Background: an optimization exercise with open tools, aiming at small area. Do not read the settings as production practice. RTL that was checked went through simulation tests only; none was proved equivalent to the original. Function not checked in runs 2 to 5: the RTL went through the layout flow alone. No activity file was given, so power comes from the tool's default toggle rates.

File: flow/run.sh
#!/bin/bash
# synth_recipe.tcl (not shown) runs the flow's synth.tcl, then flattens the netlist and writes it again
# the make line also repeats each setting of config.mk as NAME=value (left out here)
make -C /OpenROAD-flow-scripts/flow DESIGN_CONFIG=/design/flow/config.mk WORK_HOME=/design/flow/orfs CLKGATE_MAP_FILE= SYNTH_SCRIPT=/design/flow/synth_recipe.tcl finish
File: flow/config.mk
export PLATFORM = sky130hd
export DESIGN_NAME = can_dma_top
export DESIGN_NICKNAME = can_dma_top
export VERILOG_FILES = /design/flow/design.v
export SDC_FILE = /design/flow/constraint.sdc
export NUM_CORES = 4
export LEC_CHECK = 0
export CAP_MARGIN = 20
export CORE_MARGIN = 2
export CORE_UTILIZATION = 30
export SLEW_MARGIN = 20
File: flow/constraint.sdc
create_clock -name core_clock -period 7.0 [get_ports {bs}]
set_input_delay 1.4000 -clock core_clock [delete_from_list [all_inputs] [get_ports {bs}]]
set_output_delay 1.4000 -clock core_clock [all_outputs]
set_load 0.01 [all_outputs]
File: flow/design.v
`timescale 1ns/1ps
`default_nettype none
package can_dma_pkg;
    typedef struct packed {
        logic [31:0] dh;
        logic [31:0] dl;
        logic [31:0] cmd;
        logic [31:0] id;
    } frame_words_t;
    typedef struct packed {
        logic [63:0]          data;
        logic [29-1:0] id;
        logic [7:0]           quanta_div;
        logic [5:0]           prop_quanta;
        logic [5:0]           seg1_quanta;
        logic [3:0]           datalen;
        logic                 format;
        logic [1:0]           frame_type;
    } can_frame_t;
    typedef struct packed {
        logic        busreq;
        logic        write;
        logic [31:0] addr;
        logic [31:0] wdata;
    } bus_req_t;
endpackage
`default_nettype wire
`timescale 1ns/1ps
`default_nettype none
module can_reg_slave
(
    input  wire          bs,
    input  wire          rst_n,
    input  wire          reg_wr,
    input  wire          reg_rd,
    input  wire   [15:0] reg_addr,
    input  wire   [31:0] reg_wdata,
    input  wire          tx_active,
    input  wire          chain_active,
    output logic  [31:0] reg_rdata,
    output can_dma_pkg::frame_words_t reg_words,
    output logic         reg_launch,
    output logic         chain_start,
    output logic  [31:0] chain_base,
    output logic   [3:0] wr_word_q,
    output logic  [31:0] old_word_q
);
    logic        hi;
    logic [3:0]  wr_word;
    logic        wr_launch;
    logic        wr_chain;
    logic [31:0] word_sel;
    assign hi = (reg_addr[15:5] == 11'h7F8) && (reg_addr[1:0] == 2'b00);
    assign wr_word[0] = reg_wr && hi && (reg_addr[4:2] == 3'd0);
    assign wr_word[1] = reg_wr && hi && (reg_addr[4:2] == 3'd1);
    assign wr_word[2] = reg_wr && hi && (reg_addr[4:2] == 3'd2);
    assign wr_word[3] = reg_wr && hi && (reg_addr[4:2] == 3'd3);
    assign wr_launch  = reg_wr && hi && (reg_addr[4:2] == 3'd4);
    assign wr_chain   = reg_wr && hi && (reg_addr[4:2] == 3'd5);
    always_ff @(posedge bs) begin
        if (wr_word[0]) reg_words.dh  <= reg_wdata;
        if (wr_word[1]) reg_words.dl  <= reg_wdata;
        if (wr_word[2]) reg_words.cmd <= reg_wdata;
        if (wr_word[3]) reg_words.id  <= reg_wdata;
        if (wr_chain)   chain_base    <= reg_wdata;
    end
    always_comb begin
        case (reg_addr[3:2])
            2'd0:    word_sel = reg_words.dh;
            2'd1:    word_sel = reg_words.dl;
            2'd2:    word_sel = reg_words.cmd;
            default: word_sel = reg_words.id;
        endcase
    end
    always_ff @(posedge bs) begin
        wr_word_q  <= wr_word;
        old_word_q <= word_sel;
    end
    always_ff @(posedge bs or negedge rst_n) begin
        if (!rst_n) begin
            reg_launch  <= 1'b0;
            chain_start <= 1'b0;
        end else begin
            reg_launch  <= wr_launch;
            chain_start <= wr_chain;
        end
    end
    always_comb begin
        reg_rdata = 32'd0;
        if (reg_rd && hi) begin
            case (reg_addr[4:2])
                3'd0, 3'd1, 3'd2, 3'd3: reg_rdata = word_sel;
                3'd4:    reg_rdata = {31'd0, tx_active};
                3'd5:    reg_rdata = chain_base;
                3'd6:    reg_rdata = {31'd0, chain_active};
                default: reg_rdata = 32'd0;
            endcase
        end
    end
endmodule
`default_nettype wire
`timescale 1ns/1ps
`default_nettype none
module can_desc_fetch
(
    input  wire          bs,
    input  wire          rst_n,
    input  wire          chain_start,
    input  wire   [31:0] chain_base,
    input  wire          bus_grant,
    input  wire   [31:0] bus_rdata,
    input  wire          tx_active,
    output can_dma_pkg::bus_req_t     bus_req,
    output can_dma_pkg::frame_words_t desc_words,
    output logic         desc_launch,
    output logic         chain_active
);
    typedef enum logic [2:0] {
        ST_IDLE,
        ST_RD_REQ,
        ST_RD_DATA,
        ST_LAUNCH,
        ST_WAIT_HI,
        ST_WAIT_LO,
        ST_WR_REQ,
        ST_LINK
    } state_t;
    state_t      state;
    logic [2:0]  word_idx;
    logic [31:0] addr;
    logic [31:0] wdata;
    logic [31:0] spare;
    assign bus_req      = {(state == ST_RD_REQ) || (state == ST_WR_REQ),
                           state == ST_WR_REQ, addr, wdata};
    assign chain_active = (state != ST_IDLE);
    assign desc_launch  = (state == ST_LAUNCH) && !tx_active;
    always_ff @(posedge bs or negedge rst_n) begin
        if (!rst_n) begin
            state <= ST_IDLE;
        end else begin
            case (state)
                ST_IDLE:    if (chain_start) state <= ST_RD_REQ;
                ST_RD_REQ:  if (bus_grant) state <= ST_RD_DATA;
                ST_RD_DATA: state <= (word_idx == 3'(7 - 1)) ? ST_LAUNCH : ST_RD_REQ;
                ST_LAUNCH:  if (!tx_active) state <= ST_WAIT_HI;
                ST_WAIT_HI: if (tx_active) state <= ST_WAIT_LO;
                ST_WAIT_LO: if (!tx_active) state <= ST_WR_REQ;
                ST_WR_REQ:  if (bus_grant) state <= ST_LINK;
                default:    state <= (spare == 32'd0) ? ST_IDLE : ST_RD_REQ;
            endcase
        end
    end
    always_ff @(posedge bs) begin
        if (state == ST_IDLE || state == ST_LINK) begin
            word_idx <= 3'd0;
        end else if (state == ST_RD_DATA) begin
            word_idx <= word_idx + 3'd1;
        end
        if (state == ST_IDLE) begin
            addr <= chain_base;
        end else if (state == ST_LINK || (state == ST_RD_DATA && word_idx == 3'd6)) begin
            addr <= spare;
        end else if (state == ST_RD_DATA) begin
            addr <= {addr[31:2] + 30'd1, addr[1:0]};
        end
        if (state == ST_RD_DATA) begin
            case (word_idx)
                3'd0:    desc_words.dh  <= bus_rdata;
                3'd1:    desc_words.dl  <= bus_rdata;
                3'd2:   desc_words.cmd <= bus_rdata;
                3'd3:    desc_words.id  <= bus_rdata;
                3'd5: wdata          <= bus_rdata;
                default:         spare          <= bus_rdata;
            endcase
        end
    end
endmodule
`default_nettype wire
`timescale 1ns/1ps
`default_nettype none
module can_launch
(
    input  wire          bs,
    input  wire          rst_n,
    input  can_dma_pkg::frame_words_t reg_words,
    input  wire          reg_launch,
    input  can_dma_pkg::frame_words_t desc_words,
    input  wire          desc_launch,
    input  wire    [3:0] wr_word_q,
    input  wire   [31:0] old_word_q,
    input  wire          can_busy,
    output logic         can_start,
    output can_dma_pkg::can_frame_t   can_frame,
    output logic         tx_active
);
    logic         pend_valid;
    logic         launch_now;
    logic         park_desc;
    logic         from_desc;
    can_dma_pkg::frame_words_t launch_words;
    assign launch_now = !tx_active && (pend_valid || reg_launch || desc_launch);
    assign park_desc = !tx_active && !pend_valid && reg_launch && desc_launch;
    always_ff @(posedge bs or negedge rst_n) begin
        if (!rst_n) begin
            can_start  <= 1'b0;
            tx_active  <= 1'b0;
            pend_valid <= 1'b0;
        end else begin
            can_start <= launch_now;
            if (launch_now) begin
                tx_active <= 1'b1;
            end else if (tx_active && !can_start && !can_busy) begin
                tx_active <= 1'b0;
            end
            if (park_desc) begin
                pend_valid <= 1'b1;
            end else if (!tx_active && pend_valid) begin
                pend_valid <= 1'b0;
            end
        end
    end
    always_ff @(posedge bs) begin
        from_desc <= pend_valid || !reg_launch;
    end
    always_comb begin
        if (from_desc) begin
            launch_words = desc_words;
        end else begin
            launch_words.dh  = wr_word_q[0] ? old_word_q : reg_words.dh;
            launch_words.dl  = wr_word_q[1] ? old_word_q : reg_words.dl;
            launch_words.cmd = wr_word_q[2] ? old_word_q : reg_words.cmd;
            launch_words.id  = wr_word_q[3] ? old_word_q : reg_words.id;
        end
    end
    always_comb begin
        can_frame.data        = {launch_words.dh, launch_words.dl};
        can_frame.id          = launch_words.id[31 -: 29];
        can_frame.quanta_div  = launch_words.cmd[31:24];
        can_frame.prop_quanta = launch_words.cmd[23:18];
        can_frame.seg1_quanta = launch_words.cmd[17:12];
        can_frame.datalen     = launch_words.cmd[11:8];
        can_frame.format      = launch_words.cmd[7];
        can_frame.frame_type  = launch_words.cmd[6:5];
    end
endmodule
`default_nettype wire
`timescale 1ns/1ps
`default_nettype none
module can_dma_top
(
    input  wire         bs,
    input  wire         rst_n,
    input  wire         reg_wr,
    input  wire         reg_rd,
    input  wire  [15:0] reg_addr,
    input  wire  [31:0] reg_wdata,
    output logic [31:0] reg_rdata,
    output logic        bus_busreq,
    output logic        bus_write,
    output logic [31:0] bus_addr,
    output logic [31:0] bus_wdata,
    input  wire         bus_grant,
    input  wire  [31:0] bus_rdata,
    output logic        can_start,
    output logic [63:0] can_data,
    output logic [28:0] can_id,
    output logic  [7:0] can_quanta_div,
    output logic  [5:0] can_prop_quanta,
    output logic  [5:0] can_seg1_quanta,
    output logic  [3:0] can_datalen,
    output logic        can_format,
    output logic  [1:0] can_frame_type,
    input  wire         can_busy
);
    can_dma_pkg::bus_req_t   bus_req;
    can_dma_pkg::can_frame_t can_frame;
    assign bus_busreq      = bus_req.busreq;
    assign bus_write       = bus_req.write;
    assign bus_addr        = bus_req.addr;
    assign bus_wdata       = bus_req.wdata;
    assign can_data        = can_frame.data;
    assign can_id          = can_frame.id;
    assign can_quanta_div  = can_frame.quanta_div;
    assign can_prop_quanta = can_frame.prop_quanta;
    assign can_seg1_quanta = can_frame.seg1_quanta;
    assign can_datalen     = can_frame.datalen;
    assign can_format      = can_frame.format;
    assign can_frame_type  = can_frame.frame_type;
    can_dma_pkg::frame_words_t reg_words;
    can_dma_pkg::frame_words_t desc_words;
    logic         reg_launch;
    logic         desc_launch;
    logic         chain_start;
    logic  [31:0] chain_base;
    logic         tx_active;
    logic         chain_active;
    logic   [3:0] wr_word_q;
    logic  [31:0] old_word_q;
    can_reg_slave u_reg_slave (
        .bs           (bs),
        .rst_n        (rst_n),
        .reg_wr       (reg_wr),
        .reg_rd       (reg_rd),
        .reg_addr     (reg_addr),
        .reg_wdata    (reg_wdata),
        .tx_active    (tx_active),
        .chain_active (chain_active),
        .reg_rdata    (reg_rdata),
        .reg_words    (reg_words),
        .reg_launch   (reg_launch),
        .chain_start  (chain_start),
        .chain_base   (chain_base),
        .wr_word_q    (wr_word_q),
        .old_word_q   (old_word_q)
    );
    can_desc_fetch u_desc_fetch (
        .bs           (bs),
        .rst_n        (rst_n),
        .chain_start  (chain_start),
        .chain_base   (chain_base),
        .bus_grant    (bus_grant),
        .bus_rdata    (bus_rdata),
        .tx_active    (tx_active),
        .bus_req      (bus_req),
        .desc_words   (desc_words),
        .desc_launch  (desc_launch),
        .chain_active (chain_active)
    );
    can_launch u_launch (
        .bs          (bs),
        .rst_n       (rst_n),
        .reg_words   (reg_words),
        .reg_launch  (reg_launch),
        .desc_words  (desc_words),
        .desc_launch (desc_launch),
        .wr_word_q   (wr_word_q),
        .old_word_q  (old_word_q),
        .can_busy    (can_busy),
        .can_start   (can_start),
        .can_frame   (can_frame),
        .tx_active   (tx_active)
    );
endmodule
`default_nettype wire
==> run summary, run 1 <==
CP startpoint kind -> input port
normalized max-slew margin -> 26.81%
# clock sinks -> 424
drt drc -> 0
CP peak stage delay -> 560 ps
initial antenna violation count -> 2
Antenna Violating Nets Remaining -> 0
synthesized netlist cell count -> 1242
routed wire length -> 58370 µm
CP max-delay cell -> clkdlybuf4s50_1
initial drt markers -> 818
Synth top area share -> 63.82%
Mapped Area -> 0.01769 mm²
register share of total power -> 45.1%
final RePlAce weighted congestion -> 0.8111
die area -> 0.06093 mm²
yosys warns -> 3
Skew-Pair Late Insertion Delay -> 570 ps
num ports -> 305
pin count of the biggest net entering global routing -> 137
largest area contributor in the netlist -> edfxtp_1
Initial Utilization -> 30.15%
number of distinct library cells after synthesis -> 57
largest vdd supply drop -> 168.5 µV
slew of the pin with the lowest slew margin -> 1098 ps
Setup Buffers After CTS -> 0
cts hold-fix bufs -> 0
CP endpoint kind -> primary output
fin area -> 0.02333 mm²
Fin Clk Skew -> 14.74 ps
Final TNS setup -> 0 ps
hpwl dp -> 38870 µm
pwr/cell area -> 313.2 mW/mm²
Crit path max-delay family -> buffers and inverters
Clk pwr share -> 35.5%
CTS Buf Count -> 47
min Tclk post-route -> 5602 ps
CP Class -> input port to primary output
grt ovf -> 0
first-pass GRT wire length -> 82960 µm
Cell Area, Placed -> 0.02172 mm²
synth top area cells -> edfxtp_1, mux2i_1, dfxtp_1
Longest Clk Path Bufs -> 3
total track usage -> 18.89%
PortBufs -> 304
Most used DFF post-synth -> edfxtp_1
crit path max fanout -> 32
Layout area overhead -> 31.90%
clk root buf -> clkbuf_16
post-CTS sizing -> 0
Mapped Avg Cell Area -> 14.24 µm²
Die W -> 246.8 µm
Most common cell on crit path -> clkdlybuf4s50_1
num rows -> 89
Mapped Nets -> 1334
# setup viols final -> 0
CTS H-tree depth -> 2
vias -> 11800
switching portion of total power -> 28.34%
Logic pwr share -> 19.4%
CP Cell Sequence -> clkdlybuf4s50_1 > clkinv_1 > nor3b_2 > buf_4 > a22oi_1 > nor2_1 > clkdlybuf4s50_1
layout cell share with drive strength beyond 1 -> 10.22%
core area -> 0.05869 mm²
Worst Hold Class -> flip-flop to flip-flop
DR WL/cell -> 24.75 µm
Die H -> 246.8 µm
Power, Total -> 7.308 mW
P_leak -> 7.676 nW
RSZ-0062 raised after global routing -> false
status -> finished clean
Max-cap violations -> 0
Pint -> 5.237 mW
fillcell total -> 5459
vias per cell -> 5.004
post-synthesis sequential area ratio -> 69.48%
Seq cells post-synth -> 424
CTS clk-pin slew, worst paths -> 50 ps
count of final hold-check violations -> 0
NetSw -> 2.071 mW
CP arrival -> 4200 ps
Finished Core Util -> 39.76%
commonest non-fill, non-tap cell in the layout -> edfxtp_1
EDFF count, synth -> 376
Initial DRT Pass Iterations -> 5
Async S/R FF share, synth -> 1.887%
fin. max-slew vios -> 0
Critical Path RT -> 5600 ps
most frequent cells in the layout -> edfxtp_1, clkdlybuf4s50_1, nand2_1, o21ai_0, mux2i_1
Max Fclk -> 178.5 MHz
final net count -> 1640
Antenna Cells -> 0
Buffers & Inverters on Critical Path -> 4
vias in the first global route -> 12117
crit share post-route -> 80.02%
CTS tree -> yes
-- sequential cells by signal (all words and copies together), names as in the netlist --
| name | count |
|---|---|
| u_desc_fetch.addr | 32 |
| u_launch.can_start | 1 |
| u_desc_fetch.wdata | 32 |
| u_desc_fetch.state | 3 |
| u_reg_slave.chain_start | 1 |
| u_launch.pend_valid | 1 |
| u_reg_slave.old_word_q | 32 |
| u_desc_fetch.desc_words | 120 |
| u_launch.from_desc | 1 |
| u_desc_fetch.spare | 32 |
| u_reg_slave.chain_base | 32 |
| u_desc_fetch.word_idx | 3 |
| u_reg_slave.wr_word_q | 4 |
| u_reg_slave.reg_launch | 1 |
| u_reg_slave.reg_words | 128 |
| u_launch.tx_active | 1 |
-- worst paths after layout --
path	startpoint	to	slack [ps]	cells after the start
max	reg_addr[4]	reg_rdata[14]	1400	7
min	u_reg_slave.reg_launch	u_launch.from_desc	450	1
max reg2reg	u_desc_fetch.state[2]	u_desc_fetch.desc_words[95]	3740	4
min reg2reg	u_reg_slave.reg_launch	u_launch.from_desc	450	1
max in group asynchronous	rst_n	u_launch.pend_valid	5600	1
min in group asynchronous	rst_n	u_launch.tx_active	1110	1
-- worst register-to-register path: stages (launching register included) --
cell and delay, ps:
dfrtp_1 620, nor2_1 390, nand2_1 320, nor3b_2 860, buf_4 670
-- stage by stage --
step                      cells  hold slack [ps]  worst slack, ps
after floorplan            1242            438.5             1743
after global placement     2272            451.5             1414
after detailed placement   2272            448.6             1396
after CTS                  2358            455.5             1369
after global routing       2358            462.3             1179
final                      2358            452.7             1398
-- cell usage after synthesis (all sizes together), types with 3 or more instances --
cell type	n
o22ai	6
nand2b	3
a31oi	4
and2	3
ha	6
o21ai	157
nand2	153
a21o	7
nand4	12
nand3	13
and4	4
a21oi	13
xor2	5
nor4	22
inv	10
mux4	33
edfxtp	376
nor3b	5
dfxtp	40
a22oi	38
mux2i	125
clkbuf	57
nor2	63
xnor2	16
buf	20
and3	5
dfrtp	8
nor3	10
-- metal layers --
metal  track usage, %  vias to the layer above  part of all wire, %
met2            31.11                      403                   48
met3            3.516                       80                  5.7
met5                0                        -                    0
met1            25.68                     5941                   44
met4            4.802                        0                  2.0
li1                 -                     5376                    -
-- cells by family (layout without fill, tap and decap cells) --
logic type / count (synthesis) / in the layout / synth area share, %
multiplexers: 159 / 159 / 11.34
AND/OR/NAND/NOR: 303 / 303 / 7.878
buffers and inverters: 88 / 431 / 2.009
flip-flops: 424 / 424 / 69.48
XOR/XNOR: 21 / 21 / 1.040
AO/OA/AOI/OAI: 241 / 241 / 7.836
adder cells (fa/ha/maj): 6 / 6 / 0.4243
-- power groups by stage --
| stage | clock network (mW) | registers (mW) | logic, mW |
|---|---|---|---|
| 3_3_place_gp | 0 | 3.33 | 1.41 |
| 3_5_place_dp | 0 | 3.34 | 1.43 |
| 2_1_floorplan | 0 | 3.30 | 0.678 |
| 4_1_cts | 2.64 | 3.29 | 1.44 |
| 6_report | 2.59 | 3.30 | 1.42 |
| 5_1_grt | 2.73 | 3.33 | 1.54 |
-- area by class of cell --
type                       instances  area (µm²)  share of cell area [%]
clock inverter                    24       301.5                   1.292
timing repair buffer             334        3283                   14.07
clock buffer                      62        1315                   5.635
sequential                       424       12300                   52.71
multi-input combinational        730        5126                   21.97
tap                              773       967.2                   4.145
inverter                          11       41.29                  0.1769
==> inputs of run 2 (changes only) <==
--- a/flow/design.v
+++ b/flow/design.v
@@ -43,9 +43,8 @@
     output logic         chain_start,
     output logic  [31:0] chain_base,
-    output logic   [3:0] wr_word_q,
+    output logic   [3:0] wr_word,
     output logic  [31:0] old_word_q
 );
     logic        hi;
-    logic [3:0]  wr_word;
     logic        wr_launch;
     logic        wr_chain;
@@ -74,5 +73,4 @@
     end
     always_ff @(posedge bs) begin
-        wr_word_q  <= wr_word;
         old_word_q <= word_sel;
     end
@@ -187,5 +185,5 @@
     input  can_dma_pkg::frame_words_t desc_words,
     input  wire          desc_launch,
-    input  wire    [3:0] wr_word_q,
+    input  wire    [3:0] wr_word,
     input  wire   [31:0] old_word_q,
     input  wire          can_busy,
@@ -197,5 +195,4 @@
     logic         launch_now;
     logic         park_desc;
-    logic         from_desc;
     can_dma_pkg::frame_words_t launch_words;
     assign launch_now = !tx_active && (pend_valid || reg_launch || desc_launch);
@@ -220,16 +217,17 @@
         end
     end
+    logic       sel_desc;
+    logic [3:0] sel_reg;
+    logic [3:0] sel_old;
     always_ff @(posedge bs) begin
-        from_desc <= pend_valid || !reg_launch;
+        sel_desc <= pend_valid || !reg_launch;
+        sel_reg  <= {4{!pend_valid && reg_launch}} & ~wr_word;
+        sel_old  <= {4{!pend_valid && reg_launch}} & wr_word;
     end
     always_comb begin
-        if (from_desc) begin
-            launch_words = desc_words;
-        end else begin
-            launch_words.dh  = wr_word_q[0] ? old_word_q : reg_words.dh;
-            launch_words.dl  = wr_word_q[1] ? old_word_q : reg_words.dl;
-            launch_words.cmd = wr_word_q[2] ? old_word_q : reg_words.cmd;
-            launch_words.id  = wr_word_q[3] ? old_word_q : reg_words.id;
-        end
+        launch_words.dh  = ({32{sel_desc}} & desc_words.dh)  | ({32{sel_reg[0]}} & reg_words.dh)  | ({32{sel_old[0]}} & old_word_q);
+        launch_words.dl  = ({32{sel_desc}} & desc_words.dl)  | ({32{sel_reg[1]}} & reg_words.dl)  | ({32{sel_old[1]}} & old_word_q);
+        launch_words.cmd = ({32{sel_desc}} & desc_words.cmd) | ({32{sel_reg[2]}} & reg_words.cmd) | ({32{sel_old[2]}} & old_word_q);
+        launch_words.id  = ({32{sel_desc}} & desc_words.id)  | ({32{sel_reg[3]}} & reg_words.id)  | ({32{sel_old[3]}} & old_word_q);
     end
     always_comb begin
@@ -295,5 +293,5 @@
     logic         tx_active;
     logic         chain_active;
-    logic   [3:0] wr_word_q;
+    logic   [3:0] wr_word;
     logic  [31:0] old_word_q;
     can_reg_slave u_reg_slave (
@@ -311,5 +309,5 @@
         .chain_start  (chain_start),
         .chain_base   (chain_base),
-        .wr_word_q    (wr_word_q),
+        .wr_word    (wr_word),
         .old_word_q   (old_word_q)
     );
@@ -334,5 +332,5 @@
         .desc_words  (desc_words),
         .desc_launch (desc_launch),
-        .wr_word_q   (wr_word_q),
+        .wr_word   (wr_word),
         .old_word_q  (old_word_q),
         .can_busy    (can_busy),
--- a/flow/config.mk
+++ b/flow/config.mk
@@ -9,3 +9,4 @@
 export CORE_MARGIN = 2
 export CORE_UTILIZATION = 30
+export CTS_BUF_LIST = sky130_fd_sc_hd__clkbuf_4
 export SLEW_MARGIN = 20
==> run summary, run 2 <==
final net count -> 1645 (+0.30%)
Async S/R FF share, synth -> 1.869% (-0.018 points)
initial drt markers -> 1971 (+140%)
hpwl dp -> 42220 µm (+8.6%)
CTS tree -> yes
Post-Synth XOR/XNOR Area -> 1.317% (+0.28 points)
slew of the pin with the lowest slew margin -> 1113 ps (+15.01 ps)
pin count of the biggest net entering global routing -> 69 (-50%)
num rows -> 87 (-2.2%)
num ports -> 305 (unchanged)
largest family of logic cells by synthesized area -> compound AO/OA/AOI/OAI gates
Fin Clk Skew -> 72.77 ps (+58.03 ps)
CP endpoint kind -> primary output
min Tclk post-route -> 5768 ps (+166.2 ps)
CP arrival -> 4370 ps (+170 ps)
Synth Area in Compound Gates -> 10.71% (+2.9 points)
Initial DRT Pass Iterations -> 6 (+1)
CTS Buf Count -> 110 (+130%)
Final TNS setup -> 0 ps (unchanged)
count of final hold-check violations -> 0 (unchanged)
DR WL/cell -> 26.30 µm (+6.3%)
largest area contributor in the netlist -> edfxtp_1
# setup viols final -> 0 (unchanged)
synth top area cells -> edfxtp_1, a222oi_1, dfxtp_1
Setup Buffers After CTS -> 0 (unchanged)
Synth Area in Simple Gates -> 6.954% (-0.92 points)
initial antenna violation count -> 5 (+3)
commonest non-fill, non-tap cell in the layout -> edfxtp_1
post-synthesis sequential area ratio -> 71.55% (+2.1 points)
vias per cell -> 5.318 (+6.3%)
grt ovf -> 0 (unchanged)
max reg flops -> 128 (unchanged)
CTS clk-pin slew, worst paths -> 60 ps (about the same)
RSZ-0062 raised after global routing -> false
Layout area overhead -> 31.54%
Max Fclk -> 173.4 MHz (-2.9%)
vias in the first global route -> 13209 (+9.0%)
# clock sinks -> 428 (+0.94%)
die area -> 0.05957 mm² (-2.2%)
Seq cells post-synth -> 428 (+0.94%)
switching portion of total power -> 30.14% (+1.8 points)
drt drc -> 0 (unchanged)
Clk pwr share -> 30.9% (-4.6 points)
Regs by FF count -> u_reg_slave.reg_words x128, u_desc_fetch.desc_words x120
routed wire length -> 63330 µm (+8.5%)
largest reg by FF count -> u_reg_slave.reg_words
Power, Total -> 6.791 mW (-7.1%)
crit path max fanout -> 21 (-34%)
clk root buf -> clkbuf_4
final RePlAce weighted congestion -> 0.8692 (+7.2%)
Initial Utilization -> 30.49% (+0.34 points)
layout cell share with drive strength beyond 1 -> 16.31% (+6.1 points)
Crit Reg-Reg Startpoint -> u_desc_fetch.state[0]
CP Class -> input port to primary output
CP startpoint kind -> input port
Synth top area share -> 65.30% (+1.5 points)
status -> finished clean
Die H -> 244.1 µm (-1.1%)
Most used DFF post-synth -> edfxtp_1
core area -> 0.05671 mm² (-3.4%)
Fin Hold WS -> 519.0 ps (+66.32 ps)
total track usage -> 20.92% (+2.0 points)
Critical Path RT -> 5600 ps (about the same)
CTS H-tree depth -> 3 (+1)
EDFF count, synth -> 376 (unchanged)
Worst setup startpoint -> reg_addr[6]
Logic pwr share -> 20.5% (+1.1 points)
Finished Core Util -> 40.10% (+0.34 points)
normalized max-slew margin -> 25.81% (-1.0 points)
Worst Hold Class -> flip-flop to flip-flop
fin. max-slew vios -> 0 (unchanged)
synthesized netlist cell count -> 1174 (-5.5%)
Mapped Nets -> 1266 (-5.1%)
crit share post-route -> 82.40% (+2.4 points)
pwr/cell area -> 298.6 mW/mm² (-4.7%)
first-pass GRT wire length -> 90270 µm (+8.8%)
most frequent cells in the layout -> edfxtp_1, clkdlybuf4s50_1, clkbuf_4
Max-cap violations -> 0 (unchanged)
mux cell area share after synthesis -> 4.588% (-6.7 points)
multi-input logic area -> 0.004224 mm² (-18%)
cts hold-fix bufs -> 0 (unchanged)
Mapped Avg Cell Area -> 14.73 µm² (+3.4%)
Skew-Pair Late Insertion Delay -> 870 ps (+300 ps)
P_leak -> 8.234 nW (+7.3%)
Hold Startpoint -> u_launch.pend_valid
Pint -> 4.744 mW (-9.4%)
largest vdd supply drop -> 195.3 µV (+16%)
Mapped Area -> 0.01729 mm² (-2.3%)
fillcell total -> 5294 (-3.0%)
NetSw -> 2.047 mW (-1.2%)
Longest Clk Path Bufs -> 3 (unchanged)
number of distinct library cells after synthesis -> 49 (-14%)
Antenna Violating Nets Remaining -> 0 (unchanged)
yosys warns -> 3 (unchanged)
Die W -> 244.1 µm (-1.1%)
register share of total power -> 48.6% (+3.5 points)
post-CTS sizing -> 0 (unchanged)
vias -> 12806 (+8.5%)
Synth Area in Adders -> 0.4342% (+0.0099 points)
Seq. cell area -> 0.01238 mm² (+0.63%)
count leader, synth -> edfxtp_1
PortBufs -> 304 (unchanged)
Commonest cells post-synth -> edfxtp_1, inv_1, a222oi_1, nor2_1, clkbuf_1
[run 2: cell count changes in the layout (fill, tap and decap cells not counted), sizes merged, moves of 13 or more]
cell | previous run | this run
mux2i | 125 | 5
nand2 | 153 | 42
a21oi | 13 | 48
inv | 11 | 134
a22oi | 38 | 5
nor2 | 63 | 76
clkbuf | 62 | 159
clkinv | 15 | 45
nor2b | 2 | 34
a222oi | 0 | 120
o21ai | 157 | 43
[run 2: cells by family (layout without fill, tap and decap cells)]
family                   Yosys count  in the layout
AND/OR/NAND/NOR                  235            235
AO/OA/AOI/OAI                    238            238
adder cells (fa/ha/maj)            6              6
XOR/XNOR                          26             26
multiplexers                      38             38
other                              0              3
buffers and inverters            203            678
flip-flops                       428            428
[run 2: area by class of cell]
class	count	share of cell area, %
inverter	130	2.145
clock inverter	49	0.8637
clock buffer	159	5.248
antenna	3	0.03301
multi-input combinational	543	18.57
sequential	428	54.42
tap	756	4.159
timing repair buffer	340	14.56
[run 2: worst paths after layout]
kind | endpoint | slack (ps) | depth (start not counted)
max in group asynchronous | u_launch.pend_valid | 5750 | 1
hold reg to reg | u_launch.pend_valid | 520 | 2
hold / removal | u_launch.pend_valid | 520 | 2
setup / recovery | reg_rdata[29] | 1230 | 7
min in group asynchronous | u_desc_fetch.state[1] | 870 | 1
setup reg to reg | u_desc_fetch.wdata[16] | 4080 | 4
[run 2: power groups by stage]
stage	sequential, mW	clock [mW]	combinational [mW]
3_5_place_dp	3.35	0	1.39
6_report	3.30	2.10	1.39
4_1_cts	3.30	2.16	1.39
2_1_floorplan	3.33	0	0.658
3_3_place_gp	3.34	0	1.38
5_1_grt	3.33	2.29	1.51
[run 2: routing by layer]
metal / vias to the layer above / wire length [µm] / track usage, %
li1: 5448 / - / -
met1: 6410 / 26750 / 28.68
met2: 840 / 28960 / 32.28
met3: 104 / 5835 / 4.928
met4: 4 / 1761 / 7.783
met5: - / 24 / 0
[run 2: critical path, cell delays in order]
cell and delay, ps:
clkdlybuf4s50_1 410, or4b_4 550, nor4_4 420, nand3_2 420, buf_4 420, nor2_1 180
clkdlybuf4s50_1 560
[run 2: metrics by stage]
stage / cells / cell area, µm² / worst slack (ps)
floorplan: 1174 / 17290 / 1857
finish: 2408 / 22740 / 1232
global route: 2408 / 22740 / 1101
detailed placement: 2197 / 21350 / 1203
global placement: 2197 / 21350 / 1291
CTS: 2405 / 22740 / 1200
==> inputs of run 3 (changes only) <==
==> flow/flow/run.sh (new file) <==
#!/bin/bash
# Standard layout, with the smallest buffer on every port.
set -euo pipefail
export BUFFER_PORTS_ARGS="-buffer_cell sky130_fd_sc_hd__buf_1"
bash standard.sh > standard.log 2>&1
==> flow/standard.sh (new file) <==
#!/bin/bash
# synth_recipe.tcl (not shown) runs the flow's synth.tcl, then flattens the netlist and writes it again
# the make line also repeats each setting of config.mk as NAME=value (left out here)
make -C /OpenROAD-flow-scripts/flow DESIGN_CONFIG=/design/flow/config.mk WORK_HOME=/design/flow/orfs CLKGATE_MAP_FILE= SYNTH_SCRIPT=/design/flow/synth_recipe.tcl "${@:-finish}"
removed: flow/run.sh
==> run summary, run 3 <==
status -> finished clean
EDFF count, synth -> 376 (unchanged)
synthesized netlist cell count -> 1174 (unchanged)
CP startpoint kind -> input port
Commonest cells post-synth -> edfxtp_1, inv_1, a222oi_1, nor2_1, clkbuf_1
Max Fclk -> 195.2 MHz (+13%)
post-synthesis sequential area ratio -> 71.55% (unchanged)
Mapped Nets -> 1266 (unchanged)
routed wire length -> 62870 µm (-0.74%)
# clock sinks -> 428 (unchanged)
Async S/R FF share, synth -> 1.869% (unchanged)
die area -> 0.05957 mm² (unchanged)
Worst Hold Class -> input port to asynchronous set/reset pin
DR WL/cell -> 26.08 µm (-0.86%)
largest area contributor in the netlist -> edfxtp_1
final net count -> 1646 (+0.061%)
largest reg by FF count -> u_reg_slave.reg_words
vias -> 12941 (+1.1%)
Cell Area, Placed -> 0.01949 mm² (-8.7%)
Critical Path RT -> 5600 ps (about the same)
Most used DFF post-synth -> edfxtp_1
grt ovf -> 0 (unchanged)
synth top area cells -> edfxtp_1, a222oi_1, dfxtp_1
vias in the first global route -> 12829 (-2.9%)
Mapped Area -> 0.01729 mm² (unchanged)
CTS clk-pin slew, worst paths -> 70 ps (about the same)
CTS Buf Count -> 111 (+0.91%)
yosys warns -> 3 (unchanged)
min Tclk post-route -> 5123 ps (-644.5 ps)
count leader, synth -> edfxtp_1
max reg flops -> 128 (unchanged)
CP endpoint kind -> primary output
Mapped Avg Cell Area -> 14.73 µm² (unchanged)
hpwl dp -> 42240 µm (about the same)
Fin Clk Skew -> 73.31 ps (+0.5385 ps)
CP Class -> input port to primary output
most frequent cells in the layout -> edfxtp_1, buf_1, clkbuf_4
total track usage -> 20.63% (-0.29 points)
cts hold-fix bufs -> 0 (unchanged)
count of final hold-check violations -> 0 (unchanged)
crit path max fanout -> 20 (-4.8%)
final RePlAce weighted congestion -> 0.8828 (+1.6%)
Regs by FF count -> u_reg_slave.reg_words x128, u_desc_fetch.desc_words x120
core area -> 0.05671 mm² (unchanged)
commonest non-fill, non-tap cell in the layout -> edfxtp_1
initial antenna violation count -> 8 (+3)
drt drc -> 0 (unchanged)
layout cell share with drive strength beyond 1 -> 16.90% (+0.59 points)
CP arrival -> 3720 ps (-650 ps)
Max-cap violations -> 0 (unchanged)
Longest Clk Path Bufs -> 3 (unchanged)
Layout area overhead -> 21.55%
pre-CTS worst setup slack -> 1883 ps (+679.8 ps)
Die W -> 244.1 µm (unchanged)
Initial DRT Pass Iterations -> 7 (+1)
crit share post-route -> 73.19% (-9.2 points)
initial drt markers -> 2217 (+12%)
R2R depth -> 4 (unchanged)
CTS H-tree depth -> 3 (unchanged)
Seq cells post-synth -> 428 (unchanged)
pin count of the biggest net entering global routing -> 65 (-5.8%)
P_leak -> 7.505 nW (-8.8%)
# setup viols final -> 0 (unchanged)
vias per cell -> 5.367 (+0.93%)
first-pass GRT wire length -> 88710 µm (-1.7%)
PnR worst setup slack -> 1877 ps (+644.5 ps)
PortBufs -> 304 (unchanged)
fin area -> 0.02102 mm² (-7.6%)
Skew-Pair Late Insertion Delay -> 870 ps (about the same)
clk root buf -> clkbuf_4
CTS tree -> yes
RSZ-0062 raised after global routing -> false
Fin Hold WS -> 496.2 ps (-22.88 ps)
largest vdd supply drop -> 158.2 µV (-19%)
slew of the pin with the lowest slew margin -> 1224 ps (+111.2 ps)
num ports -> 305 (unchanged)
post-CTS sizing -> 0 (unchanged)
normalized max-slew margin -> 18.40% (-7.4 points)
pwr/cell area -> 320.8 mW/mm² (+7.5%)
Antenna Violating Nets Remaining -> 0 (unchanged)
Initial Utilization -> 30.49% (unchanged)
Synth top area share -> 65.30% (unchanged)
number of distinct library cells after synthesis -> 49 (unchanged)
num rows -> 87 (unchanged)
fin. max-slew vios -> 0 (unchanged)
Final TNS setup -> 0 ps (unchanged)
Setup Buffers After CTS -> 0 (unchanged)
Die H -> 244.1 µm (unchanged)
-- run 3: cell count changes in the layout (fill, tap and decap cells not counted), moves of 2 or more --
cell,before,now
bufinv_16,0,2
clkdlybuf4s50_1,301,0
clkbuf_4,159,176
buf_2,3,1
clkinv_2,10,2
clkinv_1,35,26
buf_1,0,301
clkbuf_2,0,2
buf_16,0,2
-- run 3: power by group --
group          internal, mW  switching (mW)  total, mW  leakage, nW
Sequential             3.09           0.223       3.31         3.88
Combinational         0.378           0.800       1.18         2.73
Clock                  1.21            1.04       2.25        0.903
-- run 3: kinds of logic (layout without fill, tap and decap cells) --
group	Yosys count	after routing	synth area share, %
other	0	4	0
DFF	428	428	71.55
muxes	38	38	4.588
and+or+nand+nor	235	235	6.954
buffers and inverters	203	680	4.443
AOI/OAI and AO/OA	238	238	10.71
xor gates and xnor gates	26	26	1.317
adders and majority gates	6	6	0.4342
-- run 3: metal layers --
layer  global-route usage (%)  routed length (µm)
met5                        0                  36
met4                    9.308                2292
met2                    30.41               27630
met1                    28.32               26250
met3                    5.674                6658
-- run 3: path summary, 6_finish.rpt --
| check | endpoint | start | slack [ps] |
|---|---|---|---|
| setup reg to reg | u_desc_fetch.desc_words[56] | u_desc_fetch.state[2] | 3820 |
| min in group core_clock | u_launch.pend_valid | u_launch.pend_valid | 510 |
| max in group asynchronous | u_desc_fetch.state[2] | rst_n | 6090 |
| hold reg to reg | u_launch.pend_valid | u_launch.pend_valid | 510 |
| setup / recovery | reg_rdata[14] | reg_addr[2] | 1880 |
| hold / removal | u_reg_slave.chain_start | rst_n | 500 |
-- run 3: layout make-up --
type                       count  area (µm²)
clock inverter                34       187.7
tap                          756       945.9
clock buffer                 176        1321
antenna                        4       10.01
fill                        5530       35700
sequential                   428       12380
multi-input combinational    543        4232
inverter                     130       488.0
timing repair buffer         340        1455
-- run 3: critical path, stage by stage --
cell	delay [ps]
buf_2	540
buf_4	440
mux4_2	550
nor2b_1	150
a21oi_1	390
nor2_1	90
buf_1	150
-- run 3: through the flow --
stage / cells / utilization [%] / power (mW)
floorplan: 1174 / - / 3.985
global placement: 2195 / 34.27 / 4.514
detailed placement: 2197 / 34.37 / 4.533
CTS: 2407 / 37.03 / 6.798
global route: 2411 / 37.06 / 7.079
finish: 2411 / 37.06 / 6.743
==> inputs of run 4 (changes only) <==
==> flow/flow/run.sh (replaced) <==
#!/bin/bash
# Standard layout, with the smallest buffer on every port and a clock tree
# without dummy loads.
set -euo pipefail
export BUFFER_PORTS_ARGS="-buffer_cell sky130_fd_sc_hd__buf_1"
export CTS_ARGS="-sink_clustering_enable -repair_clock_nets -dont_use_dummy_load -buf_list sky130_fd_sc_hd__clkbuf_4"
bash standard.sh > standard.log 2>&1
==> run summary, run 4 <==
Critical Path RT -> 5600 ps (about the same)
clk root buf -> clkbuf_4
fin area -> 0.02035 mm² (-3.2%)
grt ovf -> 0 (unchanged)
die area -> 0.05957 mm² (unchanged)
vias -> 12708 (-1.8%)
Initial Utilization -> 30.49% (unchanged)
num rows -> 87 (unchanged)
post-synthesis sequential area ratio -> 71.55% (unchanged)
core area -> 0.05671 mm² (unchanged)
CTS Buf Count -> 111 (unchanged)
first-pass GRT wire length -> 88100 µm (-0.68%)
Final TNS setup -> 0 ps (unchanged)
fillcell total -> 5553 (+0.42%)
Setup Buffers After CTS -> 0 (unchanged)
max reg flops -> 128 (unchanged)
status -> finished clean
crit share post-route -> 73.15% (about the same)
post-CTS sizing -> 0 (unchanged)
EDFF count, synth -> 376 (unchanged)
fin. max-slew vios -> 0 (unchanged)
CP startpoint kind -> input port
min Tclk post-route -> 5120 ps (-2.900 ps)
PortBufs -> 304 (unchanged)
initial antenna violation count -> 8 (unchanged)
Mapped Nets -> 1266 (unchanged)
number of distinct library cells after synthesis -> 49 (unchanged)
count leader, synth -> edfxtp_1
commonest non-fill, non-tap cell in the layout -> edfxtp_1
num ports -> 305 (unchanged)
synthesized netlist cell count -> 1174 (unchanged)
largest reg by FF count -> u_reg_slave.reg_words
Mapped Area -> 0.01729 mm² (unchanged)
largest vdd supply drop -> 123.0 µV (-22%)
final net count -> 1646 (unchanged)
hpwl dp -> 42240 µm (unchanged)
Crit path max-delay family -> buffers and inverters
P_leak -> 7.113 nW (-5.2%)
Async S/R FF share, synth -> 1.869% (unchanged)
# setup viols final -> 0 (unchanged)
cts hold-fix bufs -> 0 (unchanged)
RSZ-0062 raised after global routing -> false
drt drc -> 0 (unchanged)
Regs by FF count -> u_reg_slave.reg_words x128, u_desc_fetch.desc_words x120
slew of the pin with the lowest slew margin -> 1224 ps (-0.02399 ps)
Most used DFF post-synth -> edfxtp_1
total track usage -> 20.52% (-0.11 points)
vias in the first global route -> 12676 (-1.2%)
largest area contributor in the netlist -> edfxtp_1
R2R depth -> 4 (unchanged)
Longest Clk Path Bufs -> 3 (unchanged)
Die W -> 244.1 µm (unchanged)
CTS clk-pin slew, worst paths -> 60 ps (about the same)
# clock sinks -> 428 (unchanged)
CP Cell Sequence -> buf_2 > buf_4 > mux4_2 > nor2b_1 > a21oi_1 > nor2_1 > buf_1
CP max-delay cell -> mux4_2
Antenna Violating Nets Remaining -> 0 (unchanged)
CTS H-tree depth -> 3 (unchanged)
DR WL/cell -> 26.97 µm (+3.4%)
synth top area cells -> edfxtp_1, a222oi_1, dfxtp_1
CP peak stage delay -> 560 ps (about the same)
CTS tree -> yes
CP arrival -> 3720 ps (about the same)
CP endpoint kind -> primary output
Die H -> 244.1 µm (unchanged)
Max Fclk -> 195.3 MHz (about the same)
Skew-Pair Late Insertion Delay -> 840 ps (-30 ps)
Critical Path Stages -> 7 (unchanged)
CP Class -> input port to primary output
Layout area overhead -> 17.67%
most frequent cells in the layout -> edfxtp_1, buf_1, inv_1
count of final hold-check violations -> 0 (unchanged)
Mapped Avg Cell Area -> 14.73 µm² (unchanged)
Cell Area, Placed -> 0.01949 mm² (unchanged)
Fin Clk Skew -> 88.17 ps (+14.86 ps)
initial drt markers -> 2108 (-4.9%)
vias per cell -> 5.492 (+2.3%)
pwr/cell area -> 299.8 mW/mm² (-6.6%)
Max-cap violations -> 0 (unchanged)
Worst Hold Class -> input port to asynchronous set/reset pin
layout cell share with drive strength beyond 1 -> 13.27% (-3.6 points)
final RePlAce weighted congestion -> 0.8828 (unchanged)
yosys warns -> 3 (unchanged)
Synth top area share -> 65.30% (unchanged)
normalized max-slew margin -> 18.40% (about the same)
crit path max fanout -> 20 (unchanged)
routed wire length -> 62410 µm (-0.73%)
Commonest cells post-synth -> edfxtp_1, inv_1, a222oi_1, nor2_1, clkbuf_1
Seq cells post-synth -> 428 (unchanged)
Initial DRT Pass Iterations -> 9 (+2)
pin count of the biggest net entering global routing -> 65 (unchanged)
Buffers & Inverters on Critical Path -> 3 (unchanged)
-- run 4: layout make-up --
| type | instances | area (µm²) | share of cell area (%) |
|---|---|---|---|
| clock buffer | 111 | 833.3 | 4.096 |
| sequential | 428 | 12380 | 60.83 |
| timing repair buffer | 340 | 1455 | 7.152 |
| antenna | 6 | 15.01 | 0.07380 |
| inverter | 130 | 488.0 | 2.398 |
| multi-input combinational | 543 | 4232 | 20.80 |
| tap | 756 | 945.9 | 4.649 |
-- run 4: stage by stage --
step / util [%] / instances / hold WS (ps) / power, mW / worst slack (ps)
detailed placement: 34.37 / 2197 / 499.3 / 4.533 / 1883
global placement: 34.27 / 2195 / 483.4 / 4.514 / 1751
finish: 35.87 / 2314 / 509.4 / 6.100 / 1880
CTS: 35.84 / 2308 / 440.6 / 6.149 / 1879
global route: 35.87 / 2312 / 507.7 / 6.407 / 1735
floorplan: - / 1174 / 464.3 / 3.985 / 1857
-- run 4: report_power, final --
| part | leakage (nW) | internal (mW) | switching, mW |
|---|---|---|---|
| sequential | 3.88 | 3.09 | 0.224 |
| combinational | 2.73 | 0.378 | 0.799 |
| clock | 0.511 | 0.712 | 0.893 |
| total | 7.11 | 4.18 | 1.92 |
-- run 4: layer usage --
layer / global-route usage, % / share of wire [%]
met1: 28.13 / 41
met2: 30.41 / 45
met3: 5.849 / 11
met4: 8.644 / 3.2
met5: 0 / 0.074
-- run 4: final timing paths --
check	from	endpoint	slack (ps)
max	reg_addr[2]	reg_rdata[14]	1880
min	rst_n	u_desc_fetch.state[0]	510
max in group asynchronous	rst_n	u_launch.tx_active	6110
min in group core_clock	u_reg_slave.reg_launch	u_launch.can_start	530
min reg2reg	u_reg_slave.reg_launch	u_launch.can_start	530
max reg2reg	u_desc_fetch.state[2]	u_desc_fetch.desc_words[52]	3850
-- run 4: cell families (layout without fill, tap and decap cells) --
logic type                 count (synthesis)  count (layout)  synth area share (%)
adders and majority gates                  6               6                0.4342
xor gates and xnor gates                  26              26                 1.317
and+or+nand+nor                          235             235                 6.954
buffers and inverters                    203             581                 4.443
muxes                                     38              38                 4.588
other                                      0               6                     0
AOI/OAI and AO/OA                        238             238                 10.71
DFF                                      428             428                 71.55
==> inputs of run 5 (changes only) <==
==> flow/flow/run.sh (replaced) <==
#!/bin/bash
# Standard layout, with the smallest buffer on every port and a clock tree
# without dummy loads.
set -euo pipefail
export BUFFER_PORTS_ARGS="-buffer_cell sky130_fd_sc_hd__buf_1"
export CTS_ARGS="-sink_clustering_enable -repair_clock_nets -dont_use_dummy_load -buf_list sky130_fd_sc_hd__clkbuf_4 -sink_clustering_size 12"
bash standard.sh > standard.log 2>&1
--- a/flow/config.mk
+++ b/flow/config.mk
@@ -8,5 +8,5 @@
 export CAP_MARGIN = 20
 export CORE_MARGIN = 2
-export CORE_UTILIZATION = 30
+export CORE_UTILIZATION = 50
 export CTS_BUF_LIST = sky130_fd_sc_hd__clkbuf_4
 export SLEW_MARGIN = 20
==> run summary, run 5 <==
CP arrival -> 3730 ps (about the same)
fin cells -> 2003 (-13%)
Async S/R FF share, synth -> 1.869% (unchanged)
crit share post-route -> 73.32% (+0.18 points)
synth top area cells -> edfxtp_1, a222oi_1, dfxtp_1
fin. max-slew vios -> 0 (unchanged)
grt ovf -> 0 (unchanged)
normalized max-slew margin -> 28.84% (+10 points)
CTS H-tree depth -> 3 (unchanged)
most frequent cells in the layout -> edfxtp_1, buf_1, inv_1
vias -> 12579 (-1.0%)
vias per cell -> 6.280 (+14%)
Layout area overhead -> 14.98%
pwr/cell area -> 301.8 mW/mm² (+0.66%)
Antenna Violating Nets Remaining -> 0 (unchanged)
Synth top area share -> 65.30% (unchanged)
Die W -> 190.0 µm (-22%)
Regs by FF count -> u_reg_slave.reg_words x128, u_desc_fetch.desc_words x120
CP startpoint kind -> input port
PortBufs -> 304 (unchanged)
Longest Clk Path Bufs -> 3 (unchanged)
initial antenna violation count -> 1 (-7)
clk root buf -> clkbuf_4
EDFF count, synth -> 376 (unchanged)
Mapped Avg Cell Area -> 14.73 µm² (unchanged)
Worst Hold Class -> flip-flop to flip-flop
Most used DFF post-synth -> edfxtp_1
post-CTS sizing -> 0 (unchanged)
Final TNS setup -> 0 ps (unchanged)
crit path max fanout -> 26 (+30%)
Mapped Nets -> 1266 (unchanged)
min Tclk post-route -> 5133 ps (+12.33 ps)
Cells after DPL -> 1895 (-14%)
max reg flops -> 128 (unchanged)
initial drt markers -> 2162 (+2.6%)
final net count -> 1641 (-0.30%)
number of distinct library cells after synthesis -> 49 (unchanged)
Power, Total -> 6.000 mW (-1.6%)
hpwl dp -> 36760 µm (-13%)
Commonest cells post-synth -> edfxtp_1, inv_1, a222oi_1, nor2_1, clkbuf_1
commonest non-fill, non-tap cell in the layout -> edfxtp_1
Finished Core Util -> 57.98% (+22 points)
pin count of the biggest net entering global routing -> 63 (-3.1%)
CP endpoint kind -> primary output
count of final hold-check violations -> 0 (unchanged)
CTS Buf Count -> 107 (-3.6%)
die area -> 0.03608 mm² (-39%)
Fin Clk Skew -> 71.00 ps (-17.17 ps)
core area -> 0.03429 mm² (-40%)
largest vdd supply drop -> 145.1 µV (+18%)
num rows -> 68 (-22%)
Setup Buffers After CTS -> 0 (unchanged)
CP Class -> input port to primary output
total track usage -> 30.94% (+10 points)
slew of the pin with the lowest slew margin -> 1067 ps (-156.6 ps)
yosys warns -> 3 (unchanged)
Die H -> 190.0 µm (-22%)
# setup viols final -> 0 (unchanged)
Mapped Area -> 0.01729 mm² (unchanged)
first-pass GRT wire length -> 80110 µm (-9.1%)
synthesized netlist cell count -> 1174 (unchanged)
layout cell share with drive strength beyond 1 -> 13.06% (-0.22 points)
final RePlAce weighted congestion -> 0.9013 (+2.1%)
cts hold-fix bufs -> 0 (unchanged)
largest reg by FF count -> u_reg_slave.reg_words
largest area contributor in the netlist -> edfxtp_1
fillcell total -> 2838 (-49%)
Skew-Pair Late Insertion Delay -> 760 ps (-80 ps)
status -> finished clean
count leader, synth -> edfxtp_1
CTS tree -> yes
routed wire length -> 56050 µm (-10%)
vias in the first global route -> 12263 (-3.3%)
Max Fclk -> 194.8 MHz (-0.24%)
Initial DRT Pass Iterations -> 9 (unchanged)
RSZ-0062 raised after global routing -> false
Seq cells post-synth -> 428 (unchanged)
Max-cap violations -> 0 (unchanged)
P_leak -> 7.071 nW (-0.58%)
# clock sinks -> 428 (unchanged)
CTS clk-pin slew, worst paths -> 60 ps (about the same)
drt drc -> 0 (unchanged)
num ports -> 305 (unchanged)
Critical Path RT -> 5600 ps (about the same)
Fin Hold WS -> 517.9 ps (+8.517 ps)
Initial Utilization -> 50.43% (+20 points)
post-synthesis sequential area ratio -> 71.55% (unchanged)
DR WL/cell -> 27.98 µm (+3.8%)
[run 5: path summary, 6_finish.rpt]
check,from,to,slack [ps],cells after the start
setup / recovery,reg_addr[2],reg_rdata[12],1870,7
hold / removal,u_launch.pend_valid,u_launch.pend_valid,520,2
hold reg to reg,u_launch.pend_valid,u_launch.pend_valid,520,2
max in group asynchronous,rst_n,u_launch.can_start,6080,1
setup reg to reg,u_desc_fetch.state[2],u_desc_fetch.desc_words[70],3920,4
min in group asynchronous,rst_n,u_desc_fetch.state[2],590,1
[run 5: final cells by class]
class                   count  area (µm²)  share of cell area [%]
inverters                 130       488.0                   2.455
multi-input cells         543        4232                   21.29
clock buffers             107       803.3                   4.041
well taps                 455       569.3                   2.864
repair buffers            339        1408                   7.080
flip-flops and latches    428       12380                   62.26
diodes                      1       2.502                 0.01259
[run 5: metal layers]
metal  vias to the layer above  GRT usage (%)  part of all wire [%]
met5                         -              0                     0
met4                         0          9.481                   1.9
met3                        89          5.737                    12
met2                       961          45.96                    45
met1                      6186          46.70                    41
li1                       5343              -                     -
[run 5: logic make-up (layout without fill, tap and decap cells)]
| logic type | after synthesis | after routing | share of synthesized area [%] |
|---|---|---|---|
| other | 0 | 1 | 0 |
| xor gates and xnor gates | 26 | 26 | 1.317 |
| muxes | 38 | 38 | 4.588 |
| buffers and inverters | 203 | 576 | 4.443 |
| adders and majority gates | 6 | 6 | 0.4342 |
| and+or+nand+nor | 235 | 235 | 6.954 |
| DFF | 428 | 428 | 71.55 |
| AOI/OAI and AO/OA | 238 | 238 | 10.71 |
[run 5: worst max-delay path, stage by stage]
cell,delay (ps)
buf_2,710
buf_4,480
mux4_2,570
nor2b_1,140
a21oi_1,180
nor2_1,70
buf_1,170
[run 5: per-stage QoR]
stage               setup WS (ps)  cell area (µm²)
floorplan                    1857            17290
global placement             1799            19070
detailed placement           1802            19070
CTS                          1794            19870
global route                 1649            19880
finish                       1867            19880
[run 5: where the power goes]
part,switching (mW),leakage [nW],internal (mW)
combinational,0.737,2.70,0.380
sequential,0.233,3.88,3.09
clock,0.867,0.492,0.689
total,1.84,7.07,4.16
==> inputs of run 6 (changes only) <==
--- a/flow/design.v
+++ b/flow/design.v
@@ -39,15 +39,15 @@
     input  wire          chain_active,
     output logic  [31:0] reg_rdata,
-    output can_dma_pkg::frame_words_t reg_words,
+    output can_dma_pkg::frame_words_t reg_words_n,
     output logic         reg_launch,
     output logic         chain_start,
     output logic  [31:0] chain_base,
     output logic   [3:0] wr_word,
-    output logic  [31:0] old_word_q
+    output logic  [31:0] old_word_n_q
 );
     logic        hi;
     logic        wr_launch;
     logic        wr_chain;
-    logic [31:0] word_sel;
+    logic [31:0] word_sel_n;
     assign hi = (reg_addr[15:5] == 11'h7F8) && (reg_addr[1:0] == 2'b00);
     assign wr_word[0] = reg_wr && hi && (reg_addr[4:2] == 3'd0);
@@ -58,20 +58,16 @@
     assign wr_chain   = reg_wr && hi && (reg_addr[4:2] == 3'd5);
     always_ff @(posedge bs) begin
-        if (wr_word[0]) reg_words.dh  <= reg_wdata;
-        if (wr_word[1]) reg_words.dl  <= reg_wdata;
-        if (wr_word[2]) reg_words.cmd <= reg_wdata;
-        if (wr_word[3]) reg_words.id  <= reg_wdata;
+        if (wr_word[0]) reg_words_n.dh  <= ~reg_wdata;
+        if (wr_word[1]) reg_words_n.dl  <= ~reg_wdata;
+        if (wr_word[2]) reg_words_n.cmd <= ~reg_wdata;
+        if (wr_word[3]) reg_words_n.id  <= ~reg_wdata;
         if (wr_chain)   chain_base    <= reg_wdata;
     end
-    always_comb begin
-        case (reg_addr[3:2])
-            2'd0:    word_sel = reg_words.dh;
-            2'd1:    word_sel = reg_words.dl;
-            2'd2:    word_sel = reg_words.cmd;
-            default: word_sel = reg_words.id;
-        endcase
-    end
+    logic [3:0] word_dec;
+    assign word_dec = 4'b0001 << reg_addr[3:2];
+    assign word_sel_n = ({32{word_dec[0]}} & reg_words_n.dh)  | ({32{word_dec[1]}} & reg_words_n.dl) |
+                        ({32{word_dec[2]}} & reg_words_n.cmd) | ({32{word_dec[3]}} & reg_words_n.id);
     always_ff @(posedge bs) begin
-        old_word_q <= word_sel;
+        old_word_n_q <= word_sel_n;
     end
     always_ff @(posedge bs or negedge rst_n) begin
@@ -84,16 +80,11 @@
         end
     end
-    always_comb begin
-        reg_rdata = 32'd0;
-        if (reg_rd && hi) begin
-            case (reg_addr[4:2])
-                3'd0, 3'd1, 3'd2, 3'd3: reg_rdata = word_sel;
-                3'd4:    reg_rdata = {31'd0, tx_active};
-                3'd5:    reg_rdata = chain_base;
-                3'd6:    reg_rdata = {31'd0, chain_active};
-                default: reg_rdata = 32'd0;
-            endcase
-        end
-    end
+    logic rd_word, rd_chain, rd_launch, rd_active;
+    assign rd_word   = reg_rd && hi && !reg_addr[4];
+    assign rd_launch = reg_rd && hi && (reg_addr[4:2] == 3'd4);
+    assign rd_chain  = reg_rd && hi && (reg_addr[4:2] == 3'd5);
+    assign rd_active = reg_rd && hi && (reg_addr[4:2] == 3'd6);
+    assign reg_rdata = ({32{rd_word}} & ~word_sel_n) | ({32{rd_chain}} & chain_base) |
+                       {31'd0, (rd_launch && tx_active) || (rd_active && chain_active)};
 endmodule
 `default_nettype wire
@@ -110,5 +101,5 @@
     input  wire          tx_active,
     output can_dma_pkg::bus_req_t     bus_req,
-    output can_dma_pkg::frame_words_t desc_words,
+    output can_dma_pkg::frame_words_t desc_words_n,
     output logic         desc_launch,
     output logic         chain_active
@@ -164,8 +155,8 @@
         if (state == ST_RD_DATA) begin
             case (word_idx)
-                3'd0:    desc_words.dh  <= bus_rdata;
-                3'd1:    desc_words.dl  <= bus_rdata;
-                3'd2:   desc_words.cmd <= bus_rdata;
-                3'd3:    desc_words.id  <= bus_rdata;
+                3'd0:    desc_words_n.dh  <= ~bus_rdata;
+                3'd1:    desc_words_n.dl  <= ~bus_rdata;
+                3'd2:   desc_words_n.cmd <= ~bus_rdata;
+                3'd3:    desc_words_n.id  <= ~bus_rdata;
                 3'd5: wdata          <= bus_rdata;
                 default:         spare          <= bus_rdata;
@@ -181,10 +172,10 @@
     input  wire          bs,
     input  wire          rst_n,
-    input  can_dma_pkg::frame_words_t reg_words,
+    input  can_dma_pkg::frame_words_t reg_words_n,
     input  wire          reg_launch,
-    input  can_dma_pkg::frame_words_t desc_words,
+    input  can_dma_pkg::frame_words_t desc_words_n,
     input  wire          desc_launch,
     input  wire    [3:0] wr_word,
-    input  wire   [31:0] old_word_q,
+    input  wire   [31:0] old_word_n_q,
     input  wire          can_busy,
     output logic         can_start,
@@ -226,8 +217,8 @@
     end
     always_comb begin
-        launch_words.dh  = ({32{sel_desc}} & desc_words.dh)  | ({32{sel_reg[0]}} & reg_words.dh)  | ({32{sel_old[0]}} & old_word_q);
-        launch_words.dl  = ({32{sel_desc}} & desc_words.dl)  | ({32{sel_reg[1]}} & reg_words.dl)  | ({32{sel_old[1]}} & old_word_q);
-        launch_words.cmd = ({32{sel_desc}} & desc_words.cmd) | ({32{sel_reg[2]}} & reg_words.cmd) | ({32{sel_old[2]}} & old_word_q);
-        launch_words.id  = ({32{sel_desc}} & desc_words.id)  | ({32{sel_reg[3]}} & reg_words.id)  | ({32{sel_old[3]}} & old_word_q);
+        launch_words.dh = ~(({32{sel_desc}} & desc_words_n.dh) | ({32{sel_reg[0]}} & reg_words_n.dh) | ({32{sel_old[0]}} & old_word_n_q));
+        launch_words.dl = ~(({32{sel_desc}} & desc_words_n.dl) | ({32{sel_reg[1]}} & reg_words_n.dl) | ({32{sel_old[1]}} & old_word_n_q));
+        launch_words.cmd = ~(({32{sel_desc}} & desc_words_n.cmd) | ({32{sel_reg[2]}} & reg_words_n.cmd) | ({32{sel_old[2]}} & old_word_n_q));
+        launch_words.id = ~(({32{sel_desc}} & desc_words_n.id) | ({32{sel_reg[3]}} & reg_words_n.id) | ({32{sel_old[3]}} & old_word_n_q));
     end
     always_comb begin
@@ -285,6 +276,6 @@
     assign can_format      = can_frame.format;
     assign can_frame_type  = can_frame.frame_type;
-    can_dma_pkg::frame_words_t reg_words;
-    can_dma_pkg::frame_words_t desc_words;
+    can_dma_pkg::frame_words_t reg_words_n;
+    can_dma_pkg::frame_words_t desc_words_n;
     logic         reg_launch;
     logic         desc_launch;
@@ -294,5 +285,5 @@
     logic         chain_active;
     logic   [3:0] wr_word;
-    logic  [31:0] old_word_q;
+    logic  [31:0] old_word_n_q;
     can_reg_slave u_reg_slave (
         .bs           (bs),
@@ -305,10 +296,10 @@
         .chain_active (chain_active),
         .reg_rdata    (reg_rdata),
-        .reg_words    (reg_words),
+        .reg_words_n  (reg_words_n),
         .reg_launch   (reg_launch),
         .chain_start  (chain_start),
         .chain_base   (chain_base),
         .wr_word    (wr_word),
-        .old_word_q   (old_word_q)
+        .old_word_n_q (old_word_n_q)
     );
     can_desc_fetch u_desc_fetch (
@@ -321,5 +312,5 @@
         .tx_active    (tx_active),
         .bus_req      (bus_req),
-        .desc_words   (desc_words),
+        .desc_words_n (desc_words_n),
         .desc_launch  (desc_launch),
         .chain_active (chain_active)
@@ -328,10 +319,10 @@
         .bs          (bs),
         .rst_n       (rst_n),
-        .reg_words   (reg_words),
+        .reg_words_n (reg_words_n),
         .reg_launch  (reg_launch),
-        .desc_words  (desc_words),
+        .desc_words_n (desc_words_n),
         .desc_launch (desc_launch),
         .wr_word   (wr_word),
-        .old_word_q  (old_word_q),
+        .old_word_n_q (old_word_n_q),
         .can_busy    (can_busy),
         .can_start   (can_start),
==> flow/flow/run.sh (replaced) <==
#!/bin/bash
# Standard layout, with the smallest buffer on every port and a clock tree
# of small buffers without dummy loads.
set -euo pipefail
export BUFFER_PORTS_ARGS="-buffer_cell sky130_fd_sc_hd__buf_1"
export CTS_ARGS="-sink_clustering_enable -repair_clock_nets -dont_use_dummy_load -buf_list sky130_fd_sc_hd__clkbuf_8 -sink_clustering_size 14 -sink_clustering_max_diameter 80"
bash standard.sh > standard.log 2>&1
--- a/flow/config.mk
+++ b/flow/config.mk
@@ -9,4 +9,3 @@
 export CORE_MARGIN = 2
 export CORE_UTILIZATION = 50
-export CTS_BUF_LIST = sky130_fd_sc_hd__clkbuf_4
 export SLEW_MARGIN = 20
==> run summary, run 6 <==
status -> finished clean
CTS Buf Count -> 36 (-66%)
Initial DRT Pass Iterations -> 9 (unchanged)
PnR worst setup slack -> 1633 ps (-234.1 ps)
Layout area overhead -> 12.85%
Mapped Area -> 0.01687 mm² (-2.4%)
die area -> 0.03522 mm² (-2.4%)
pin count of the biggest net entering global routing -> 66 (+4.8%)
Die W -> 187.7 µm (-1.2%)
largest reg by FF count -> u_reg_slave.reg_words_n
drt drc -> 0 (unchanged)
pwr/cell area -> 295.4 mW/mm² (-2.1%)
CP arrival -> 3970 ps (+240 ps)
Worst setup startpoint -> reg_addr[2]
largest area contributor in the netlist -> edfxtp_1
synth top area cells -> edfxtp_1, a222oi_1, dfxtp_1
fin cells -> 1782 (-11%)
yosys warns -> 3 (unchanged)
Seq cells post-synth -> 428 (unchanged)
Max Fclk -> 186.3 MHz (-4.4%)
Async S/R FF share, synth -> 1.869% (unchanged)
vias per cell -> 6.462 (+2.9%)
Fin Clk Skew -> 27.45 ps (-43.55 ps)
pre-CTS worst setup slack -> 1638 ps (-164.1 ps)
Initial Utilization -> 50.56% (+0.13 points)
final RePlAce weighted congestion -> 0.8476 (-6.0%)
count of final hold-check violations -> 0 (unchanged)
CTS tree -> yes
routed wire length -> 52340 µm (-6.6%)
Crit Reg-Reg Startpoint -> u_desc_fetch.state[2]
Critical Path RT -> 5600 ps (about the same)
P_leak -> 6.268 nW (-11%)
fin. max-slew vios -> 0 (unchanged)
crit path capture -> reg_rdata[20]
R2R depth -> 4 (unchanged)
CTS clk-pin slew, worst paths -> 90 ps (+30 ps)
DR WL/cell -> 29.37 µm (+5.0%)
post-CTS sizing -> 0 (unchanged)
num ports -> 305 (unchanged)
crit path max fanout -> 31 (+19%)
max reg flops -> 128 (unchanged)
synthesized netlist cell count -> 1043 (-11%)
Max-cap violations -> 0 (unchanged)
Final TNS setup -> 0 ps (unchanged)
Pint -> 3.910 mW (-6.1%)
clk root buf -> clkbuf_8
Skew-Pair Late Insertion Delay -> 560 ps (-200 ps)
Clk pwr share -> 22.1% (-3.8 points)
largest vdd supply drop -> 149.8 µV (+3.2%)
RR Endpoint -> u_desc_fetch.desc_words_n[100]
total track usage -> 29.09% (-1.9 points)
final net count -> 1428 (-13%)
post-synthesis sequential area ratio -> 73.34% (+1.8 points)
EDFF count, synth -> 376 (unchanged)
CP startpoint kind -> input port
normalized max-slew margin -> 24.03% (-4.8 points)
Commonest cells post-synth -> edfxtp_1, a222oi_1, inv_1, clkbuf_1, dfxtp_1
PortBufs -> 304 (unchanged)
Synth top area share -> 66.93% (+1.6 points)
vias in the first global route -> 11317 (-7.7%)
hpwl dp -> 33340 µm (-9.3%)
Finished Core Util -> 57.05% (-0.93 points)
Setup Buffers After CTS -> 0 (unchanged)
# clock sinks -> 428 (unchanged)
Regs by FF count -> u_reg_slave.reg_words_n x128, u_desc_fetch.desc_words_n x120
Mapped Avg Cell Area -> 16.17 µm² (+9.8%)
vias -> 11515 (-8.5%)
min Tclk post-route -> 5367 ps (+234.1 ps)
cts hold-fix bufs -> 0 (unchanged)
register share of total power -> 59.0% (+3.5 points)
Antenna Cells -> 0 (-1)
Die H -> 187.7 µm (-1.2%)
Mapped Nets -> 1135 (-10%)
num rows -> 67 (-1.5%)
initial drt markers -> 1897 (-12%)
layout cell share with drive strength beyond 1 -> 9.070% (-4.0 points)
most frequent cells in the layout -> edfxtp_1, buf_1, a222oi_1
crit share post-route -> 76.67% (+3.3 points)
first-pass GRT wire length -> 74280 µm (-7.3%)
CP Class -> input port to primary output
Most used DFF post-synth -> edfxtp_1
count leader, synth -> edfxtp_1
R2R setup slack -> 3930 ps (about the same)
grt ovf -> 0 (unchanged)
Logic pwr share -> 18.9% (+0.3 points)
commonest non-fill, non-tap cell in the layout -> edfxtp_1
Antenna Violating Nets Remaining -> 0 (unchanged)
initial antenna violation count -> 0 (-1)
# setup viols final -> 0 (unchanged)
NetSw -> 1.712 mW (-6.8%)
switching portion of total power -> 30.45% (-0.17 points)
RSZ-0062 raised after global routing -> false
CP endpoint kind -> primary output
number of distinct library cells after synthesis -> 52 (+6.1%)
core area -> 0.03336 mm² (-2.7%)
slew of the pin with the lowest slew margin -> 1139 ps (+72.05 ps)
Longest Clk Path Bufs -> 3 (unchanged)
CTS H-tree depth -> 2 (-1)
Worst Hold Class -> flip-flop to flip-flop
Cells after DPL -> 1746 (-7.9%)
run 6: logic make-up (layout without fill, tap and decap cells):
group | Yosys count | after routing | share of synthesized area [%]
AO/OA/AOI/OAI | 235 | 235 | 11.67
XOR/XNOR | 24 | 24 | 1.246
adder cells (fa/ha/maj) | 6 | 6 | 0.4450
buffers and inverters | 149 | 440 | 3.501
flip-flops | 428 | 428 | 73.34
multiplexers | 38 | 38 | 4.717
AND/OR/NAND/NOR | 163 | 163 | 5.081
run 6: cell type report:
| cell class | count | area, µm² |
|---|---|---|
| fillers | 2766 | 14330 |
| well taps | 448 | 560.5 |
| clock buffers | 36 | 495.5 |
| flip-flops and latches | 428 | 12380 |
| inverters | 76 | 285.3 |
| repair buffers | 328 | 1324 |
| multi-input cells | 466 | 3991 |
run 6: through the flow:
stage               hold WS, ps  total power, mW  area (µm²)
global placement          488.2            4.403       18530
finish                    520.6            5.622       19040
detailed placement        501.3            4.419       18530
global route              545.4            5.841       19040
CTS                       515.5            5.621       19020
floorplan                 471.2            3.953       16870
run 6: metal layers:
| layer | global-route usage, % | wire length, µm | share of wire (%) |
|---|---|---|---|
| met1 | 41.17 | 20870 | 40 |
| met2 | 46.37 | 24780 | 47 |
| met4 | 8.147 | 1198 | 2.3 |
| met5 | 0 | 0 | 0 |
| met3 | 5.746 | 5489 | 10 |
run 6: power groups by stage:
| stage | logic (mW) | clock network, mW | registers [mW] |
|---|---|---|---|
| after global placement | 1.05 | 0 | 3.36 |
| after global routing | 1.16 | 1.34 | 3.34 |
| after floorplan | 0.630 | 0 | 3.32 |
| after detailed placement | 1.06 | 0 | 3.36 |
| after CTS | 1.06 | 1.25 | 3.30 |
| final | 1.06 | 1.24 | 3.32 |
run 6: worst min path at each step:
stage,startpoint,to,cells past startpoint
finish,u_launch.pend_valid,u_launch.pend_valid,1
global route,u_launch.pend_valid,u_launch.pend_valid,1
detailed placement,u_launch.pend_valid,u_launch.pend_valid,1
floorplan,u_launch.pend_valid,u_launch.pend_valid,1
CTS,u_launch.pend_valid,u_launch.pend_valid,1
global placement,u_launch.pend_valid,u_launch.pend_valid,1
run 6: critical path, stage by stage:
cell	delay, ps
buf_2	610
inv_1	230
nor2_1	240
nand2_1	160
nor2_4	860
o2bb2ai_1	220
buf_1	180

Check on run 6: ideal ports give 1.633 ns setup slack; a clkbuf_16 on the clock port and buf_2 on the inputs give 1.597 ns; moving port delays by the midpoint clock arrival (0.593 ns) as well gives 1.597 ns.
